Source: an optimization exercise on an open RTL-to-GDS flow (aim: small area and a short achievable clock period). Production flows keep margins and buffers that such runs may drop.
The RTL was checked by simulation tests, not by an equivalence proof against the original design.
No activity file was given, so power comes from the tool's default toggle rates.

File: design/flow/run.sh
#!/bin/bash
# synth_recipe.tcl (not shown) runs the flow's synth.tcl, then flattens the netlist and writes it again
# the make line also repeats each setting of config.mk as NAME=value (left out here)
make -C /OpenROAD-flow-scripts/flow DESIGN_CONFIG=/design/flow/config.mk WORK_HOME=/design/flow/orfs CLKGATE_MAP_FILE= SYNTH_SCRIPT=/design/flow/synth_recipe.tcl finish
File: design/flow/config.mk
export PLATFORM = sky130hd
export DESIGN_NAME = tetrisTop
export DESIGN_NICKNAME = tetrisTop
export VERILOG_FILES = /design/flow/design.v
export SDC_FILE = /design/flow/constraint.sdc
export NUM_CORES = 4
export LEC_CHECK = 0
export CAP_MARGIN = 20
export CORE_MARGIN = 2
export CORE_UTILIZATION = 40
export SLEW_MARGIN = 20
File: design/flow/constraint.sdc
create_clock -name core_clock -period 18.0 [get_ports {clk}]
set_input_delay 3.6000 -clock core_clock [delete_from_list [all_inputs] [get_ports {clk}]]
set_output_delay 3.6000 -clock core_clock [all_outputs]
set_load 0.01 [all_outputs]
File: design/flow/design.v
package tetrisPkg;
    localparam int boardCols = 10;
    localparam int boardRows = 20;
    localparam int spawnCol = 3;
    localparam int spawnRow = 0;
    localparam int screenWidth = 320;
    localparam int cellPixels = 15;
    localparam int boardLeft = 10;
    localparam int boardTop = 10;
    localparam int previewLeft = 212;
    localparam int previewTop = 56;
    typedef logic [7:0] shapeT;
    typedef logic [2:0] shapeIdxT;
    typedef logic [16:0] addrT;
    localparam int shapeCount = 7;
    function automatic shapeT shapeTable(shapeIdxT idx);
        case (idx)
            3'd0:    shapeTable = 8'b0000_1111;    
            3'd1:    shapeTable = 8'b0111_0010;    
            3'd2:    shapeTable = 8'b0011_0011;    
            3'd3:    shapeTable = 8'b0011_0110;    
            3'd4:    shapeTable = 8'b0110_0011;    
            3'd5:    shapeTable = 8'b0001_0111;    
            3'd6:    shapeTable = 8'b0111_0001;    
            default: shapeTable = 8'b0000_0000;
        endcase
    endfunction
    function automatic shapeT prevShapeTable(shapeIdxT idx);
        case (idx)
            3'd1:    prevShapeTable = 8'b0000_1111;    
            3'd2:    prevShapeTable = 8'b0111_0010;    
            3'd3:    prevShapeTable = 8'b0011_0011;    
            3'd4:    prevShapeTable = 8'b0011_0110;    
            3'd5:    prevShapeTable = 8'b0110_0011;    
            3'd6:    prevShapeTable = 8'b0001_0111;    
            3'd0:    prevShapeTable = 8'b0111_0001;    
            default: prevShapeTable = 8'b0000_0000;
        endcase
    endfunction
endpackage
`timescale 1ns/100ps
module buttonSync (
    input  logic clk,
    input  logic rst_up,
    input  logic left,
    input  logic right,
    output logic leftPulse,
    output logic rightPulse
);
    logic [3:0][1:0] history;
    logic [1:0]      pulses;
    always_ff @(posedge clk) begin
        if (rst_up) begin
            history <= '0;
        end else begin
            history <= {history[2:0], {right, left}};
        end
    end
    assign pulses = history[2] & ~history[3];
    assign leftPulse = pulses[0];
    assign rightPulse = pulses[1];
endmodule
`timescale 1ns/100ps
module gravityTimer #(
    parameter int tickPeriod = 25_000_000
) (
    input  logic clk,
    input  logic rst_up,
    input  logic running,
    input  logic fall,
    output logic tickReady,
    output logic tick
);
    localparam int cntBits = $clog2(tickPeriod + 2);
    logic [cntBits-1:0] count;
    logic [cntBits-1:0] step;
    assign step = count + (fall ? cntBits'(2) : cntBits'(1));
    assign tickReady = (step >= cntBits'(tickPeriod));
    assign tick = running && tickReady;
    always_ff @(posedge clk) begin
        if (rst_up) begin
            count <= '0;
        end else if (tick) begin
            count <= '0;
        end else if (running) begin
            count <= step;
        end
    end
endmodule
`timescale 1ns/100ps
module collisionCheck (
    input  logic [199:0] board,
    input  logic [21:0]  rowSel,      
    input  logic [9:0]   maskEven,    
    input  logic [9:0]   maskOdd,     
    input  logic         wall,
    output logic         hit
);
    logic [9:0] evenRow;
    logic [9:0] oddRow;
    always_comb begin
        evenRow = '0;
        oddRow = '0;
        for (int k = 0; k < 22; k += 2) begin
            if (k < 20) begin
                evenRow = evenRow | ({10{rowSel[k]}} & board[k*10 +: 10]);
                oddRow = oddRow | ({10{rowSel[k+1]}} & board[(k+1)*10 +: 10]);
            end else begin
                evenRow = evenRow | {10{rowSel[k]}};
                oddRow = oddRow | {10{rowSel[k+1]}};
            end
        end
        hit = wall | (|(evenRow & maskEven)) | (|(oddRow & maskOdd));
    end
endmodule
`timescale 1ns/100ps
module pieceController (
    input  logic         clk,
    input  logic         rst_up,
    input  logic         isPause,
    input  logic         tickReady,
    input  logic         leftPulse,
    input  logic         rightPulse,
    output logic         running,
    output logic         isFinish,
    output logic [199:0] settledBoard,
    output logic [21:0]  pieceRows,     
    output logic [9:0]   pieceEven,     
    output logic [9:0]   pieceOdd,      
    output logic [7:0]   nextShape
);
    logic        over;
    logic [2:0]  nextIdx;
    logic [4:0]  row;
    logic [3:0]  col;
    logic [7:0]  curShape;
    logic [21:0] rowDec;
    logic [21:0] downRows;
    logic [8:0]  colDec;
    logic [9:0]  topMask;
    logic [9:0]  botMask;
    logic        down;
    logic [9:0]  candTop;
    logic [9:0]  candBot;
    logic        candOdd;
    logic [21:0] candRows;
    logic [9:0]  candEven;
    logic [9:0]  candOddMask;
    logic        wall;
    logic        hit;
    logic        doDown;
    logic        doSide;
    logic        land;
    logic [9:0]  landed0;
    logic [9:0]  landed1;
    logic        spawnHit;
    assign running = !isPause && !over;
    assign isFinish = over;
    assign nextShape = tetrisPkg::shapeTable(nextIdx);
    assign curShape = tetrisPkg::prevShapeTable(nextIdx);
    always_comb begin
        for (int k = 0; k < 22; k++) begin
            rowDec[k] = (k < 20) && (row == 5'(k));
        end
        for (int k = 0; k < 22; k++) begin
            pieceRows[k] = rowDec[k] | ((k > 0) ? rowDec[(k + 21) % 22] : 1'b0);
            downRows[k] = ((k > 0) ? rowDec[(k + 21) % 22] : 1'b0)
                        | ((k > 1) ? rowDec[(k + 20) % 22] : 1'b0);
        end
        for (int j = 0; j < 9; j++) begin
            colDec[j] = (col == 4'(j));
        end
        topMask = '0;
        botMask = '0;
        for (int c = 0; c < 10; c++) begin
            for (int j = 0; j < 4; j++) begin
                if (c - j >= 0 && c - j < 9) begin
                    topMask[c] = topMask[c] | (curShape[j] & colDec[c-j]);
                    botMask[c] = botMask[c] | (curShape[4+j] & colDec[c-j]);
                end
            end
        end
    end
    assign pieceEven = row[0] ? botMask : topMask;
    assign pieceOdd = row[0] ? topMask : botMask;
    assign down = tickReady;
    always_comb begin
        if (down) begin
            candTop = topMask;
            candBot = botMask;
        end else if (leftPulse) begin
            candTop = topMask >> 1;
            candBot = botMask >> 1;
        end else begin
            candTop = topMask << 1;
            candBot = botMask << 1;
        end
    end
    assign wall = !down && (leftPulse ? (topMask[0] | botMask[0]) : (topMask[9] | botMask[9]));
    assign candOdd = row[0] ^ down;
    assign candRows = down ? downRows : pieceRows;
    assign candEven = candOdd ? candBot : candTop;
    assign candOddMask = candOdd ? candTop : candBot;
    collisionCheck check (
        .board    (settledBoard),
        .rowSel   (candRows),
        .maskEven (candEven),
        .maskOdd  (candOddMask),
        .wall     (wall),
        .hit      (hit)
    );
    assign doDown = running && tickReady;
    assign doSide = running && !tickReady && (leftPulse || rightPulse);
    assign land = doDown && hit;
    assign landed0 = settledBoard[0 +: 10] | (rowDec[0] ? topMask : '0);
    assign landed1 = settledBoard[10 +: 10] | (rowDec[0] ? botMask : '0)
                   | (rowDec[1] ? topMask : '0);
    assign spawnHit = (|(landed0 & {3'b000, nextShape[3:0], 3'b000}))
                    | (|(landed1 & {3'b000, nextShape[7:4], 3'b000}));
    always_ff @(posedge clk) begin
        if (rst_up) begin
            over <= 1'b0;
            row <= 5'(tetrisPkg::spawnRow);
            col <= 4'(tetrisPkg::spawnCol);
            nextIdx <= 3'd1;
        end else if (land) begin
            row <= 5'(tetrisPkg::spawnRow);
            col <= 4'(tetrisPkg::spawnCol);
            nextIdx <= (nextIdx == 3'(tetrisPkg::shapeCount - 1)) ? 3'd0 : nextIdx + 3'd1;
            if (spawnHit) begin
                over <= 1'b1;
            end
        end else if (doDown && !hit) begin
            row <= row + 5'd1;
        end else if (doSide && !hit) begin
            col <= leftPulse ? col - 4'd1 : col + 4'd1;
        end
    end
    always_ff @(posedge clk) begin
        for (int k = 0; k < 20; k++) begin
            for (int c = 0; c < 10; c++) begin
                settledBoard[k*10 + c] <= !rst_up && (settledBoard[k*10 + c]
                    || (land && pieceRows[k] && ((k % 2 == 0) ? pieceEven[c] : pieceOdd[c])));
            end
        end
    end
endmodule
`timescale 1ns/100ps
module pixelLookup (
    input  logic             clk,
    input  logic             rst_up,
    input  tetrisPkg::addrT  addr,
    input  logic [199:0]     settledBoard,
    input  logic [21:0]      pieceRows,
    input  logic [9:0]       pieceEven,
    input  logic [9:0]       pieceOdd,
    input  logic [7:0]       nextShape,
    output logic             haveCube
);
    logic [10:0] q;
    logic [5:0]  sum1;
    logic [4:0]  sum2;
    logic [2:0]  qMod5;
    logic [8:0]  pixel;
    logic [19:0] rowHot;
    logic [9:0]  colHot;
    logic [1:0]  previewRowHot;
    logic [3:0]  previewColHot;
    logic        pieceEvenHot;
    logic        pieceOddHot;
    logic        cube;
    assign q = addr[16:6];
    assign sum1 = 6'(q[3:0]) + 6'(q[7:4]) + 6'(q[10:8]);
    assign sum2 = 5'(sum1[3:0]) + 5'(sum1[5:4]);
    always_comb begin
        case (sum2)
            5'd0, 5'd5, 5'd10, 5'd15: qMod5 = 3'd0;
            5'd1, 5'd6, 5'd11, 5'd16: qMod5 = 3'd1;
            5'd2, 5'd7, 5'd12, 5'd17: qMod5 = 3'd2;
            5'd3, 5'd8, 5'd13:        qMod5 = 3'd3;
            default:                  qMod5 = 3'd4;
        endcase
    end
    assign pixel = {qMod5, addr[5:0]};
    always_comb begin
        for (int k = 0; k < 20; k++) begin
            rowHot[k] = (q >= 11'(50 + 75 * k)) && (q < 11'(125 + 75 * k));
        end
        for (int c = 0; c < 10; c++) begin
            colHot[c] = (pixel >= 9'(10 + 15 * c)) && (pixel < 9'(25 + 15 * c));
        end
        for (int k = 0; k < 2; k++) begin
            previewRowHot[k] = (q >= 11'(280 + 75 * k)) && (q < 11'(355 + 75 * k));
        end
        for (int c = 0; c < 4; c++) begin
            previewColHot[c] = (pixel >= 9'(212 + 15 * c)) && (pixel < 9'(227 + 15 * c));
        end
    end
    always_comb begin
        cube = 1'b0;
        pieceEvenHot = 1'b0;
        pieceOddHot = 1'b0;
        for (int k = 0; k < 20; k++) begin
            cube = cube | (rowHot[k] && (|(colHot & settledBoard[k*10 +: 10])));
            if (k % 2 == 0) begin
                pieceEvenHot = pieceEvenHot | (rowHot[k] && pieceRows[k]);
            end else begin
                pieceOddHot = pieceOddHot | (rowHot[k] && pieceRows[k]);
            end
        end
        cube = cube | (pieceEvenHot && (|(colHot & pieceEven)))
                    | (pieceOddHot && (|(colHot & pieceOdd)));
        for (int k = 0; k < 2; k++) begin
            cube = cube | (previewRowHot[k] && (|(previewColHot & nextShape[k*4 +: 4])));
        end
    end
    always_ff @(posedge clk) begin
        if (rst_up) begin
            haveCube <= 1'b0;
        end else begin
            haveCube <= cube;
        end
    end
endmodule
`timescale 1ns/100ps
module tetrisTop #(
    parameter int tickPeriod = 40
) (
    input  logic            clk,
    input  logic            rst_up,
    input  logic            left,
    input  logic            right,
    input  logic            fall,
    input  logic            isPause,
    input  tetrisPkg::addrT addr,
    output logic            isFinish,
    output logic            haveCube,
    output logic            flag
);
    logic         leftPulse;
    logic         rightPulse;
    logic         running;
    logic         tickReady;
    logic         tick;
    logic [199:0] settledBoard;
    logic [21:0]  pieceRows;
    logic [9:0]   pieceEven;
    logic [9:0]   pieceOdd;
    logic [7:0]   nextShape;
    assign flag = running;
    buttonSync buttons (
        .clk        (clk),
        .rst_up     (rst_up),
        .left       (left),
        .right      (right),
        .leftPulse  (leftPulse),
        .rightPulse (rightPulse)
    );
    gravityTimer #(
        .tickPeriod (tickPeriod)
    ) gravity (
        .clk       (clk),
        .rst_up    (rst_up),
        .running   (running),
        .fall      (fall),
        .tickReady (tickReady),
        .tick      (tick)
    );
    pieceController game (
        .clk          (clk),
        .rst_up       (rst_up),
        .isPause      (isPause),
        .tickReady    (tickReady),
        .leftPulse    (leftPulse),
        .rightPulse   (rightPulse),
        .running      (running),
        .isFinish     (isFinish),
        .settledBoard (settledBoard),
        .pieceRows    (pieceRows),
        .pieceEven    (pieceEven),
        .pieceOdd     (pieceOdd),
        .nextShape    (nextShape)
    );
    pixelLookup lookup (
        .clk          (clk),
        .rst_up       (rst_up),
        .addr         (addr),
        .settledBoard (settledBoard),
        .pieceRows    (pieceRows),
        .pieceEven    (pieceEven),
        .pieceOdd     (pieceOdd),
        .nextShape    (nextShape),
        .haveCube     (haveCube)
    );
endmodule
==> results_dict.tcl, run 1 <==
set metrics [dict create \
    setup_viol 0 \
    synth_flop_cell "dfxtp_1" \
    crit_fanout 14 \
    cts_buffers 25 \
    combPwrFrac 0.274 \
    hold_violations 0 \
    firstDrtPassIters 9 \
    synthAdderAreaFrac 0.0263 \
    ctsHoldBuffers 0 \
    htree_levels 1 \
    grt_setup_unrepaired "no" \
    fin_worst_skew_ns 0.0321 \
    synth_top_family_by_area "compound AO/OA/AOI/OAI gates" \
    routedWlPerCell_um 29.3 \
    antenna_cells 0 \
    multi_input_area_mm2 0.00929 \
    antenna_left 0 \
    regArea_mm2 0.00456 \
    cp_slowest_cell "o311ai_0" \
    synth_compound_area_frac 0.356 \
    cts.root.buffer_cell "clkbuf_16" \
    drt_iter0_drc 2476 \
    ys_seq_area_frac 0.297 \
    cts_tree "done" \
    slowest_delay_ns 0.86 \
    core_area_mm2 0.0378 \
    p_seq_frac 0.360 \
    clk-insertion-delay-late_ns 0.58 \
    synthXorXnorAreaFrac 0.00748 \
    power_density_mw_per_mm2 83.4 \
    start_kind "input port" \
    num_io_pins 26 \
    path_delay_family "simple AND/OR/NAND/NOR gates" \
    placed_area_mm2 0.0161 \
    p_int_mw 0.906 \
    cts_resized 0 \
    period_share 0.594 \
    maxCapViolations 0 \
    r2r-start "gravity.count[0]" \
    worstMarginPinSlew_ns 1.22 \
    grt_pass1_wl_um 106000 \
    cp-startpoint "addr[10]" \
    relSlewSlack 0.180 \
    p_leak_nw 5.41 \
    ys_types 88 \
    power_mw 1.41 \
    status "timing/DRC/antenna clean" \
    arrival_ns 11.13 \
    crit_chain "clkdlybuf4s50_1 > ha_1 > fa_1 > xor2_1 > ha_1 > a21oi_1 > and2_1 > nor4_1 > fa_1 > inv_1 > ha_1 > nand2b_1 > a21oi_1 > o311ai_0 > o22ai_1 > nand2_1 > nor3_1 > or4_1 > nor4_1 > a31oi_1 > nor3_1 > a31oi_1" \
    syn_nets 2028 \
    synthArstFlopShare 0 \
    drive_gt1_frac 0.0858 \
    initial_core_util 0.408 \
    clk_pin_slew_ns 0.07 \
    fin_setup_tns_ns 0 \
    fmax_ghz 0.0935 \
    via_per_inst 6.87 \
    final_nets 1968 \
    synthSimpleGateAreaFrac 0.175 \
    dr_total_vias 16800 \
    min_path_type "flop to flop" \
    p_sw_mw 0.503 \
    grt_pass1_vias 15600 \
    vdd_drop_max_mv 0.0958 \
    worstSetupPathType "input port to flop" \
    grt_antenna_before_repair 0 \
    fin_area_mm2 0.0169 \
    die_x_um 200 \
    grt-ovfl-total 0 \
    fp.dieArea_mm2 0.0401 \
    area_growth_pct 9.79 \
    path_common_cell "ha_1" \
    drc 0 \
    ys_warn_count 5 \
    die_h_um 200 \
    cts_sinks 228 \
    maxSlewViolCount 0 \
    cts_setup_buffers 0 \
    final.min_clock_period_ns 10.70 \
    required_ns 18.43 \
    critPathBufInv 2 \
    grt_max_degree 103 \
    holdCritStartpoint "buttons.history[2]" \
    gr-usage-all-layers 0.346 \
    syn_inst 1975 \
    avgSynthCellArea_um2 7.79 \
    clock_path_buffers 3 \
    rows 71 \
    syn-cell-area_mm2 0.0154 \
    clkPwrFrac 0.366 \
    p_sw_frac 0.357 \
    synthMuxAreaShare 0.0344 \
    place_congestion 1.01 \
    io_buffers 25 \
    synth-seq-cells 228 \
    end_kind "flop" \
    routed_wl_um 71600 \
    n_fill_cell 3882 \
    synth-edff-count 0 \
    hpwl_um 52400 \
]
-- through the flow --
step | cells | worst slack (ns) | util | hold slack (ns)
finish | 2445 | 7.30 | 0.448 | 0.442
global route | 2445 | 6.91 | 0.448 | 0.463
CTS | 2445 | 7.52 | 0.448 | 0.442
detailed placement | 2399 | 6.94 | 0.426 | 0.428
global placement | 2399 | 7.09 | 0.426 | 0.420
floorplan | 1975 | 8.70 | - | 0.414
-- sequential cells by signal, indices dropped and copies added, names as in the netlist --
| name | count |
|---|---|
| game.over | 1 |
| gravity.count | 6 |
| lookup.haveCube | 1 |
| game.row | 5 |
| game.nextIdx | 3 |
| game.col | 4 |
| game.settledBoard | 200 |
| buttons.history | 8 |
-- cell type report --
class / instances / area share
clock buffers: 36 / 0.0418
clock inverters: 10 / 0.00600
inverters: 244 / 0.0542
multi-input cells: 1334 / 0.550
flip-flops and latches: 228 / 0.270
well taps: 511 / 0.0378
repair buffers: 82 / 0.0402
-- placed cells by master (no fill, tap or decap), types with 32 or more instances in the layout --
cell	n
inv_1	242
dfxtp_1	228
o32ai_1	202
nand2_1	134
nor2_1	92
a22oi_1	90
o21ai_0	75
nand3_1	72
a21oi_1	62
buf_4	57
nor3_1	44
mux2i_1	38
a222oi_1	32
-- synthesized netlist by cell type, types with 15 or more instances --
| library cell | n | area [um2] |
|---|---|---|
| a211oi_1 | 15 | 113 |
| a21oi_1 | 62 | 310 |
| a221oi_1 | 28 | 245 |
| a222oi_1 | 32 | 320 |
| a22o_1 | 16 | 140 |
| a22oi_1 | 90 | 676 |
| a31oi_1 | 22 | 138 |
| and2_1 | 18 | 113 |
| and3_1 | 17 | 106 |
| buf_1 | 24 | 90.1 |
| buf_2 | 28 | 140 |
| clkbuf_1 | 114 | 428 |
| dfxtp_1 | 228 | 4560 |
| ha_1 | 26 | 325 |
| inv_1 | 242 | 908 |
| mux2i_1 | 40 | 400 |
| nand2_1 | 134 | 503 |
| nand2b_1 | 20 | 125 |
| nand3_1 | 72 | 360 |
| nand4_1 | 15 | 93.8 |
| nor2_1 | 92 | 345 |
| nor2b_1 | 22 | 138 |
| nor3_1 | 47 | 235 |
| o211ai_1 | 16 | 120 |
| o21ai_0 | 80 | 400 |
| o221ai_1 | 16 | 140 |
| o22ai_1 | 23 | 144 |
| o32ai_1 | 202 | 1770 |
| or2_2 | 28 | 175 |
-- power by group through the flow --
| stage | logic [mW] | clock network [mW] | registers, mW |
|---|---|---|---|
| after global routing | 0.410 | 0.546 | 0.507 |
| after detailed placement | 0.369 | 0 | 0.519 |
| after global placement | 0.368 | 0 | 0.519 |
| after floorplan | 0.248 | 0 | 0.518 |
| after CTS | 0.371 | 0.523 | 0.507 |
| final | 0.386 | 0.516 | 0.507 |
-- logic make-up after synthesis --
group	Yosys count
adders and majority gates	30
and+or+nand+nor	529
muxes	50
xor gates and xnor gates	10
buffers and inverters	413
DFF	228
AOI/OAI and AO/OA	715
-- layer usage --
layer  global-route usage  up-vias  wire length (um)
li1                     -     7421                 -
met2                0.522     1055             30500
met5                    0        -                 0
met4                0.156        0              3790
met1                0.485     8101             30400
met3               0.0534      211              6890
-- worst paths after layout --
kind                                 end  slack [ns]  depth (start not counted)
setup reg to reg  game.settledBoard[118]       11.48                         18
hold reg to reg       buttons.history[4]        0.44                          1
setup / recovery         lookup.haveCube        7.30                         22
hold / removal        buttons.history[4]        0.44                          1
==> inputs of run 2 (changes only) <==
--- a/design/flow/design.v
+++ b/design/flow/design.v
@@ -76,5 +76,6 @@
     logic [cntBits-1:0] step;
     assign step = count + (fall ? cntBits'(2) : cntBits'(1));
-    assign tickReady = (step >= cntBits'(tickPeriod));
+    assign tickReady = fall ? (count >= cntBits'(tickPeriod - 2))
+                            : (count >= cntBits'(tickPeriod - 1));
     assign tick = running && tickReady;
     always_ff @(posedge clk) begin
@@ -259,8 +260,10 @@
 );
     logic [10:0] q;
-    logic [5:0]  sum1;
-    logic [4:0]  sum2;
-    logic [2:0]  qMod5;
-    logic [8:0]  pixel;
+    logic [5:0]  lo;
+    logic [4:0]  res0;
+    logic [4:0]  res1;
+    logic [4:0]  res2;
+    logic [4:0]  res01;
+    logic [4:0]  qMod5;           
     logic [19:0] rowHot;
     logic [9:0]  colHot;
@@ -269,38 +272,69 @@
     logic        pieceEvenHot;
     logic        pieceOddHot;
+    logic [9:0]  rowBits;
     logic        cube;
     assign q = addr[16:6];
-    assign sum1 = 6'(q[3:0]) + 6'(q[7:4]) + 6'(q[10:8]);
-    assign sum2 = 5'(sum1[3:0]) + 5'(sum1[5:4]);
-    always_comb begin
-        case (sum2)
-            5'd0, 5'd5, 5'd10, 5'd15: qMod5 = 3'd0;
-            5'd1, 5'd6, 5'd11, 5'd16: qMod5 = 3'd1;
-            5'd2, 5'd7, 5'd12, 5'd17: qMod5 = 3'd2;
-            5'd3, 5'd8, 5'd13:        qMod5 = 3'd3;
-            default:                  qMod5 = 3'd4;
+    assign lo = addr[5:0];
+    function automatic logic [4:0] oneHotMod5(logic [3:0] v);
+        case (v)
+            4'd0, 4'd5, 4'd10, 4'd15: oneHotMod5 = 5'b00001;
+            4'd1, 4'd6, 4'd11:        oneHotMod5 = 5'b00010;
+            4'd2, 4'd7, 4'd12:        oneHotMod5 = 5'b00100;
+            4'd3, 4'd8, 4'd13:        oneHotMod5 = 5'b01000;
+            default:                  oneHotMod5 = 5'b10000;
         endcase
-    end
-    assign pixel = {qMod5, addr[5:0]};
+    endfunction
+    function automatic logic atLeast(logic [10:0] v, int k);
+        atLeast = 1'b1;
+        for (int i = 0; i < 11; i++) begin
+            if (((k >> i) & 1) != 0) begin
+                atLeast = v[i] & atLeast;
+            end else begin
+                atLeast = v[i] | atLeast;
+            end
+        end
+    endfunction
+    function automatic logic [4:0] addMod5(logic [4:0] a, logic [4:0] b);
+        addMod5 = '0;
+        for (int i = 0; i < 5; i++) begin
+            for (int j = 0; j < 5; j++) begin
+                addMod5[(i + j) % 5] = addMod5[(i + j) % 5] | (a[i] & b[j]);
+            end
+        end
+    endfunction
+    assign res0 = oneHotMod5(q[3:0]);
+    assign res1 = oneHotMod5(q[7:4]);
+    assign res2 = oneHotMod5({1'b0, q[10:8]});
+    assign res01 = addMod5(res0, res1);
+    assign qMod5 = addMod5(res01, res2);
+    function automatic logic pixelIn(logic [4:0] m, logic [5:0] l, int lower, int upper);
+        pixelIn = 1'b0;
+        for (int i = 0; i < 5; i++) begin
+            if (lower < 64 * (i + 1) && upper > 64 * i) begin
+                pixelIn = pixelIn | (m[i]
+                    && (int'(l) + 64 * i >= lower) && (int'(l) + 64 * i < upper));
+            end
+        end
+    endfunction
     always_comb begin
         for (int k = 0; k < 20; k++) begin
-            rowHot[k] = (q >= 11'(50 + 75 * k)) && (q < 11'(125 + 75 * k));
+            rowHot[k] = atLeast(q, 50 + 75 * k) && !atLeast(q, 125 + 75 * k);
         end
         for (int c = 0; c < 10; c++) begin
-            colHot[c] = (pixel >= 9'(10 + 15 * c)) && (pixel < 9'(25 + 15 * c));
+            colHot[c] = pixelIn(qMod5, lo, 10 + 15 * c, 25 + 15 * c);
         end
         for (int k = 0; k < 2; k++) begin
-            previewRowHot[k] = (q >= 11'(280 + 75 * k)) && (q < 11'(355 + 75 * k));
+            previewRowHot[k] = atLeast(q, 280 + 75 * k) && !atLeast(q, 355 + 75 * k);
         end
         for (int c = 0; c < 4; c++) begin
-            previewColHot[c] = (pixel >= 9'(212 + 15 * c)) && (pixel < 9'(227 + 15 * c));
+            previewColHot[c] = pixelIn(qMod5, lo, 212 + 15 * c, 227 + 15 * c);
         end
     end
     always_comb begin
-        cube = 1'b0;
+        rowBits = '0;
         pieceEvenHot = 1'b0;
         pieceOddHot = 1'b0;
         for (int k = 0; k < 20; k++) begin
-            cube = cube | (rowHot[k] && (|(colHot & settledBoard[k*10 +: 10])));
+            rowBits = rowBits | ({10{rowHot[k]}} & settledBoard[k*10 +: 10]);
             if (k % 2 == 0) begin
                 pieceEvenHot = pieceEvenHot | (rowHot[k] && pieceRows[k]);
@@ -309,6 +343,6 @@
             end
         end
-        cube = cube | (pieceEvenHot && (|(colHot & pieceEven)))
-                    | (pieceOddHot && (|(colHot & pieceOdd)));
+        rowBits = rowBits | ({10{pieceEvenHot}} & pieceEven) | ({10{pieceOddHot}} & pieceOdd);
+        cube = |(colHot & rowBits);
         for (int k = 0; k < 2; k++) begin
             cube = cube | (previewRowHot[k] && (|(previewColHot & nextShape[k*4 +: 4])));
==> results_dict.tcl, run 2 <==
set metrics [dict create \
    status "timing/DRC/antenna clean" \
    placed_area_mm2 0.0169 \
    drc 0 \
    combPwrFrac 0.136 \
    hold_end "buttons.history[4]" \
    syn_nets 2221 \
    drt_iter0_drc 2461 \
    syn-cell-area_mm2 0.0162 \
    antenna_left 0 \
    p_leak_nw 5.71 \
    grt-ovfl-total 0 \
    fin_util 0.448 \
    clk_pin_slew_ns 0.06 \
    yosys-top-cells-count "a21oi_1 (274), dfxtp_1 (228), inv_1 (218)" \
    maxSlewViolCount 0 \
    whs_path_depth 1 \
    worstSetupPathType "input port to output pin" \
    fin_ws_ns 9.15 \
    place_congestion 0.968 \
    synth-edff-count 0 \
    final.min_clock_period_ns 8.85 \
    period_share 0.492 \
    antenna_cells 0 \
    pre_cts_slack_ns 8.87 \
    synth_flop_cell "dfxtp_1" \
    drive_gt1_frac 0.0802 \
    ys_seq_area_frac 0.282 \
    yosys-top-cells-area "dfxtp_1 (28%), o211ai_1 (9.3%), a21oi_1 (8.5%)" \
    ctsHoldBuffers 0 \
    final_nets 2150 \
    ys_warn_count 5 \
    grt_antenna_before_repair 0 \
    synthArstFlopShare 0 \
    gr-usage-all-layers 0.331 \
    grt_setup_unrepaired "no" \
    clkPwrFrac 0.462 \
    required_ns 14.40 \
    r2r-start "game.row[0]" \
    final_cell_mix "a21oi_1 (272), dfxtp_1 (228), inv_1 (218)" \
    hpwl_um 47900 \
    cts_sinks 228 \
    r2r_setup_slack_ns 11.41 \
    core_area_mm2 0.0398 \
    final_common_cell "a21oi_1" \
    largest_reg_flops 200 \
    end_kind "output pin" \
    grt_max_degree 204 \
    fin_worst_skew_ns 0.0179 \
    yosys.cell_count.top_type "a21oi_1" \
    ys_types 91 \
    cts.root.buffer_cell "clkbuf_16" \
    clock_path_buffers 3 \
    firstDrtPassIters 9 \
    cts_tree "done" \
    avgSynthCellArea_um2 7.41 \
    holdWs_ns 0.461 \
    die_x_um 205 \
    io_buffers 25 \
    setup_viol 0 \
    fin_setup_tns_ns 0 \
    synth_area_leader_cell "dfxtp_1" \
    p_sw_frac 0.286 \
    power_density_mw_per_mm2 71.0 \
    top_register "game.settledBoard" \
    dr_total_vias 18000 \
    grt_pass1_vias 16500 \
    cts_setup_buffers 0 \
    crit_fanout 9 \
    holdCritStartpoint "buttons.history[2]" \
    p_int_mw 0.903 \
    rows 73 \
    start_kind "input port" \
    maxCapViolations 0 \
    fmax_ghz 0.113 \
    relSlewSlack 0.173 \
    synth-seq-cells 228 \
    routedWlPerCell_um 27.0 \
    routed_wl_um 71600 \
    htree_levels 1 \
    arrival_ns 5.25 \
    r2r_cells 15 \
    num_io_pins 26 \
    min_path_type "flop to flop" \
    timing.rr.end "game.settledBoard[98]" \
    hold_violations 0 \
    synth_top_area_share 0.282 \
    cts_resized 0 \
    fin_area_mm2 0.0178 \
    fp.dieArea_mm2 0.0421 \
    syn_inst 2184 \
    via_per_inst 6.79 \
    area_growth_pct 10.2 \
    biggestRegsByFlops "game.settledBoard (200), buttons.history (8), gravity.count (6)" \
    vdd_drop_max_mv 0.0699 \
    cts_buffers 25 \
    initial_core_util 0.406 \
    p_sw_mw 0.362 \
    grt_pass1_wl_um 106000 \
    worstMarginPinSlew_ns 1.24 \
    clk-insertion-delay-late_ns 0.59 \
    die_h_um 205 \
    p_seq_frac 0.403 \
]
run 2: cell count changes after synthesis, moves of 20 or more:
cell / change
a21oi_1: +212
o32ai_1: -194
o211ai_1: +184
clkbuf_1: +39
nand3_1: -29
a22oi_1: +26
inv_1: -24
nor3_1: -24
nor2_1: +23
a211oi_1: +20
run 2: cell type report:
cell class	count	area (um2)
fill	4087	22000
multi-input combinational	1547	10100
sequential	228	4560
inverter	220	826
timing repair buffer	91	759
clock buffer	33	706
tap	525	657
clock inverter	12	209
run 2: layer usage:
metal / track usage / vias to the layer above / part of all wire
li1: - / 8081 / -
met4: 0.171 / 0 / 0.061
met2: 0.498 / 1123 / 0.42
met3: 0.0627 / 240 / 0.11
met1: 0.448 / 8596 / 0.41
met5: 0 / - / 0
run 2: per-stage QoR:
step,cells,total power [mW]
floorplan,2184,0.633
global placement,2609,0.685
detailed placement,2610,0.686
CTS,2655,1.27
global route,2656,1.30
finish,2656,1.27
run 2: worst max path at each step:
| stage | startpoint | end | slack, ns | depth (start not counted) |
|---|---|---|---|---|
| 6_report | isPause | flag | 9.15 | 3 |
| 5_1_grt | isPause | flag | 9.02 | 3 |
| 4_1_cts | isPause | flag | 9.12 | 3 |
| 3_5_place_dp | fall | game.settledBoard[106] | 8.87 | 15 |
| 3_3_place_gp | fall | game.settledBoard[102] | 8.94 | 16 |
| 2_1_floorplan | isPause | flag | 10.42 | 1 |
run 2: critical path, cell delays in order:
cell,delay [ns]
clkdlybuf4s50_1,0.48
nor2_1,0.51
clkdlybuf4s50_1,0.65
run 2: cells by family after synthesis:
group	count (synthesis)	synth area share
AO/OA/AOI/OAI	938	0.397
XOR/XNOR	15	0.00812
adder cells (fa/ha/maj)	14	0.0113
buffers and inverters	409	0.0976
flip-flops	228	0.282
multiplexers	48	0.0329
AND/OR/NAND/NOR	532	0.171
run 2: power groups by stage:
stage,clock network [mW],logic (mW),registers [mW]
global route,0.612,0.182,0.509
CTS,0.593,0.166,0.509
detailed placement,0,0.165,0.521
finish,0.585,0.172,0.509
floorplan,0,0.114,0.519
global placement,0,0.164,0.521

## port drivers added, routing unchanged
How much do the figures lean on ideal ports? The routed layouts below were timed once more, with nothing changed but the port constraints. Step 1: set_driving_cell puts a clkbuf_16 on clk and a buf_2 on each other input, an assumption about the parent block. Step 2 adds t to the input delays and takes it off the output delays; t is the mean of the earliest and latest rising clock arrival at the registers after step 1. Input paths then give back, and output paths get back, about the clock's delay inside the block. a / b / c = ideal ports / drivers / drivers and shift; a / b = the first two.
run	shift t [ns]	setup WS [ns]	hold slack, ns	worst setup path after step 2	worst slew at a driven data input, ns
run 1	0.619	7.300 / 7.330 / 6.711	0.442 / 0.442 / 0.442	input to register	0.06
run 2	0.631	9.149 / 9.127 / 8.655	0.461 / 0.461 / 0.461	input to register	0.04
After both steps every run listed still meets setup and hold. For run 1, which loses most, drivers alone change the setup slack by +0.030 ns; drivers and shift together by -0.589 ns.
